Background: an optimization exercise with open tools, aiming at small area and a short achievable clock period. Do not read the settings as production practice.
In this exercise RTL edits were held to simulation tests only and were not proved equivalent to the original.
Power figures rest on the tool's default switching activity, not on a simulated workload. The clock port is modelled as an ideal driver; clocking choices that lean on that would not hold on a real chip.

Setup of job 2789:
==> flow/design.v (excerpt) <==
module instr_fetch_mem #(
    parameter int DEPTH = 64,
    parameter int AW    = $clog2(DEPTH)
) (
    input  logic              IF_clk,
    input  logic              rst,
    input  logic              ld_en,
    input  logic [AW-1:0]     ld_addr,
    input  logic [31:0]       ld_data,
    output logic              ld_busy,
    input  logic              req_valid,
    output logic              req_ready,
    input  logic [31:0]       pc,
    output logic              rsp_valid,
    input  logic              rsp_ready,
    output logic [5:0]        ins_Opcode,
    output logic [4:0]        ins_rs,
    output logic [4:0]        ins_rt,
    output logic [4:0]        ins_rd,
    output logic [5:0]        ins_func,
    output logic [25:0]       ins_imm,
    output logic [1:0]        rsp_fault
);
    logic             busy_r;
    logic             busy_we_r;
    logic             busy_wd_r;
    logic [AW-1:0]    clr_cnt_r;
    logic             run_r;
    logic             rdy_r;
    logic             busy_nxt_s;
    logic             rsp_valid_nxt_s;
    logic             rsp_valid_r;
    logic [1:0]       rsp_fault_r;
    logic [31:0]      word_r;
    logic             req_ready_s;
    logic             hs_s;
    logic             misalign_s;
    logic             range_s;
    logic [DEPTH-1:0] ram_we_s;
    logic [31:0]      ram_wdata_s;
    logic [31:0]      ram_rdata_s;
    assign busy_nxt_s = rst || (busy_r && (clr_cnt_r != AW'(DEPTH - 1)));
    always_ff @(posedge IF_clk) begin
        if (rst) begin
            clr_cnt_r <= {AW{1'b0}};
        end else if (busy_r) begin
            clr_cnt_r <= clr_cnt_r + {{(AW-1){1'b0}}, 1'b1};
        end
    end
    always_ff @(posedge IF_clk) begin
        busy_r <= busy_nxt_s;
        run_r  <= !busy_nxt_s;
        rdy_r  <= !busy_nxt_s && !rsp_valid_nxt_s;
    end
    always_ff @(posedge IF_clk) begin
        busy_we_r <= rst || (busy_we_r && (clr_cnt_r != AW'(DEPTH - 1)));
        busy_wd_r <= rst || (busy_wd_r && (clr_cnt_r != AW'(DEPTH - 1)));
    end
  ...
clock: 5.0 ns
lec_check: 0
cap_margin: 20
core_margin: 2
core_utilization: 55
setup_slack_margin: 2.5
slew_margin: 20
buffer_ports_args: -buffer_cell sky130_fd_sc_hd__buf_4
standard.sh (not shown) runs the stock make flow with config.mk's settings and CLKGATE_MAP_FILE= SYNTH_SCRIPT=/design/flow/synth_recipe.tcl, a recipe that flattens the netlist after the stock synthesis.
==> flow/flow/run.sh <==
#!/bin/bash
set -e
cp standard.sh standard_sh.copy.log
cat >> config.mk <<'EOC'
export BUFFER_PORTS_ARGS = -buffer_cell sky130_fd_sc_hd__buf_4
EOC
cp config.mk config_mk.copy.log
bash standard.sh > run_standard.log 2>&1
For job 2652, these inputs were changed with respect to job 2789:
- SETUP_SLACK_MARGIN now 2.7, was 2.5
- CTS_ARGS now -sink_clustering_enable -repair_clock_nets -dont_use_dummy_load -sink_clustering_size 24 -sink_clustering_max_diameter 100, previously not set
--- a/flow/flow/run.sh
+++ b/flow/flow/run.sh
@@ -5,2 +5,3 @@
 export BUFFER_PORTS_ARGS = -buffer_cell sky130_fd_sc_hd__buf_4
+export CTS_ARGS = -sink_clustering_enable -repair_clock_nets -dont_use_dummy_load -sink_clustering_size 24 -sink_clustering_max_diameter 100
 EOC
### Flow results
- | mean routed wirelength per cell | job 2652 vs job 2789 | 8.5% higher |
- Job 2652 reports its slowest cell on the critical path as a21o_4 while job 2789 reports nor3_4.
- Sort job 2652 and job 2789 by utilization desc -> top: job 2652
- In the reports for job 2652 and job 2789, the smaller buffer and inverter count on the worst path belongs to job 2652.
- Relative area change from synthesis to final layout, job 2652 and job 2789, lower one = job 2789.
- Total design power delta (job 2652 − job 2789): favourable
- Going from job 2789 to job 2652, multi-input combinational gate total grew slightly.
- Clock period minus worst slack delta (job 2652 − job 2789): unfavourable
- Between job 2652 and job 2789, maximum single-stage delay on the critical path is higher for job 2652, job 2789 comes in under that.
- Comparing job 2652 and job 2789, the lower share of the clock period used by the worst path after layout was measured on job 2789.
- Against job 2789, the final cell area of job 2652 is higher.
Relative to job 2652, the following input files were edited for job 4847:
- swapping 2.7 for 2.5 in SETUP_SLACK_MARGIN
- swapping -sink_clustering_enable -repair_clock_nets -dont_use_dummy_load -sink_clustering_size 24 -sink_clustering_max_diameter 100 for -sink_clustering_enable -repair_clock_nets -dont_use_dummy_load -sink_clustering_size 30 -sink_clustering_max_diameter 120 in CTS_ARGS
==> flow/flow/run.sh <==
#!/bin/bash
set -e
cp standard.sh standard_sh.copy.log
cat >> config.mk <<'EOC'
export BUFFER_PORTS_ARGS = -buffer_cell sky130_fd_sc_hd__buf_4
export CTS_ARGS = -sink_clustering_enable -repair_clock_nets -dont_use_dummy_load -sink_clustering_size 30 -sink_clustering_max_diameter 120
EOC
cp config.mk config_mk.copy.log
bash standard.sh > run_standard.log 2>&1
## What came out
- Job 4847: flow completed, timing, DRC and antenna clean
- Sort job 4847 and job 2652 by total power, ascending, and job 4847 comes first.
- [compare] base=job 2652 new=job 4847: count of nets after finishing dropped about 3.6%; routed wire length went down about 7%; combinational power now sits lower; setup slack rose 0.043 ns.
- Diff job 4847..job 2652 | area of the mapped netlist | unchanged
- Cell depth of the worst setup path in job 4847 vs job 2652: up 7
- For job 2652, the first element of the critical path was ld_addr[2], unlike job 4847, where it was pc[3].
- In the flow results for job 4847 and job 2652, the area of the multi-input gates is larger on job 2652.
- On job 4847: total global routing track utilization is 1.9 points lower than what job 2652 gave.
- Cell area reported after detailed placement of job 4847 is on par with job 2652.
Changes in job 7521 relative to job 4847:
- BUFFER_PORTS_ARGS: -buffer_cell sky130_fd_sc_hd__buf_4 -> -buffer_cell sky130_fd_sc_hd__buf_2
- CTS_ARGS: -sink_clustering_enable -repair_clock_nets -dont_use_dummy_load -sink_clustering_size 30 -sink_clustering_max_diameter 120 -> -sink_clustering_enable -repair_clock_nets -dont_use_dummy_load -sink_clustering_size 24 -sink_clustering_max_diameter 100
- SETUP_SLACK_MARGIN: 2.5 -> 2.3
==> flow/flow/run.sh <==
#!/bin/bash
set -e
cp standard.sh standard_sh.copy.log
cat >> config.mk <<'EOC'
export BUFFER_PORTS_ARGS = -buffer_cell sky130_fd_sc_hd__buf_2
export CTS_ARGS = -sink_clustering_enable -repair_clock_nets -dont_use_dummy_load -sink_clustering_size 24 -sink_clustering_max_diameter 100
EOC
cp config.mk config_mk.copy.log
bash standard.sh > run_standard.log 2>&1
[summary]
or4_4 as the standard cell with the maximum stage delay on the critical path was reported by job 7521, and or4_1 by job 4847.
Compared with job 4847, in job 7521 count of state elements after synthesis ~0 delta, wire length -7800 um, met1 demand-to-capacity share in global routing +0.26 points.
Power was higher in job 7521 than in job 4847.
Against job 4847 as the reference, job 7521 delivers a lower post-route cell area.

==> re-timing with driven ports <==
How much do the figures lean on ideal ports? The routed layouts below were timed once more, with nothing changed but the port constraints. Step 1 sets driving cells, clkbuf_16 on the clock port and buf_2 on the other inputs (assumed; they add their load-dependent delay and slew). Step 2 times the ports against the registers' clock, not the clock port: input delays grow and output delays shrink by t, the midpoint of the rising clock arrivals with the driver on. Slacks: ideal / step 1 / step 2; pairs: ideal / step 1.
| run | shift t [ns] | setup WS [ns] | hold slack, ns | slew at the worst register clock pin (ns) | worst slew at a driven data input, ns |
|---|---|---|---|---|---|
| job 2789 | 0.932 | 2.311 / 2.282 / 1.350 | 0.474 / 0.414 / 0.495 | 0.07 / 0.07 | 0.17 |
| job 2652 | 0.834 | 2.292 / 2.284 / 1.450 | 0.476 / 0.476 / 0.476 | 0.11 / 0.11 | 0.29 |
| job 4847 | 0.820 | 2.335 / 2.329 / 1.509 | 0.504 / 0.504 / 0.504 | 0.12 / 0.12 | 0.15 |
| job 7521 | 0.829 | 2.181 / 2.195 / 1.367 | 0.445 / 0.445 / 0.445 | 0.10 / 0.10 | 0.17 |
After both steps every run listed still meets setup and hold. The setup slack of job 2789, which loses most, moves by -0.029 ns with the drivers and by -0.961 ns with both steps.
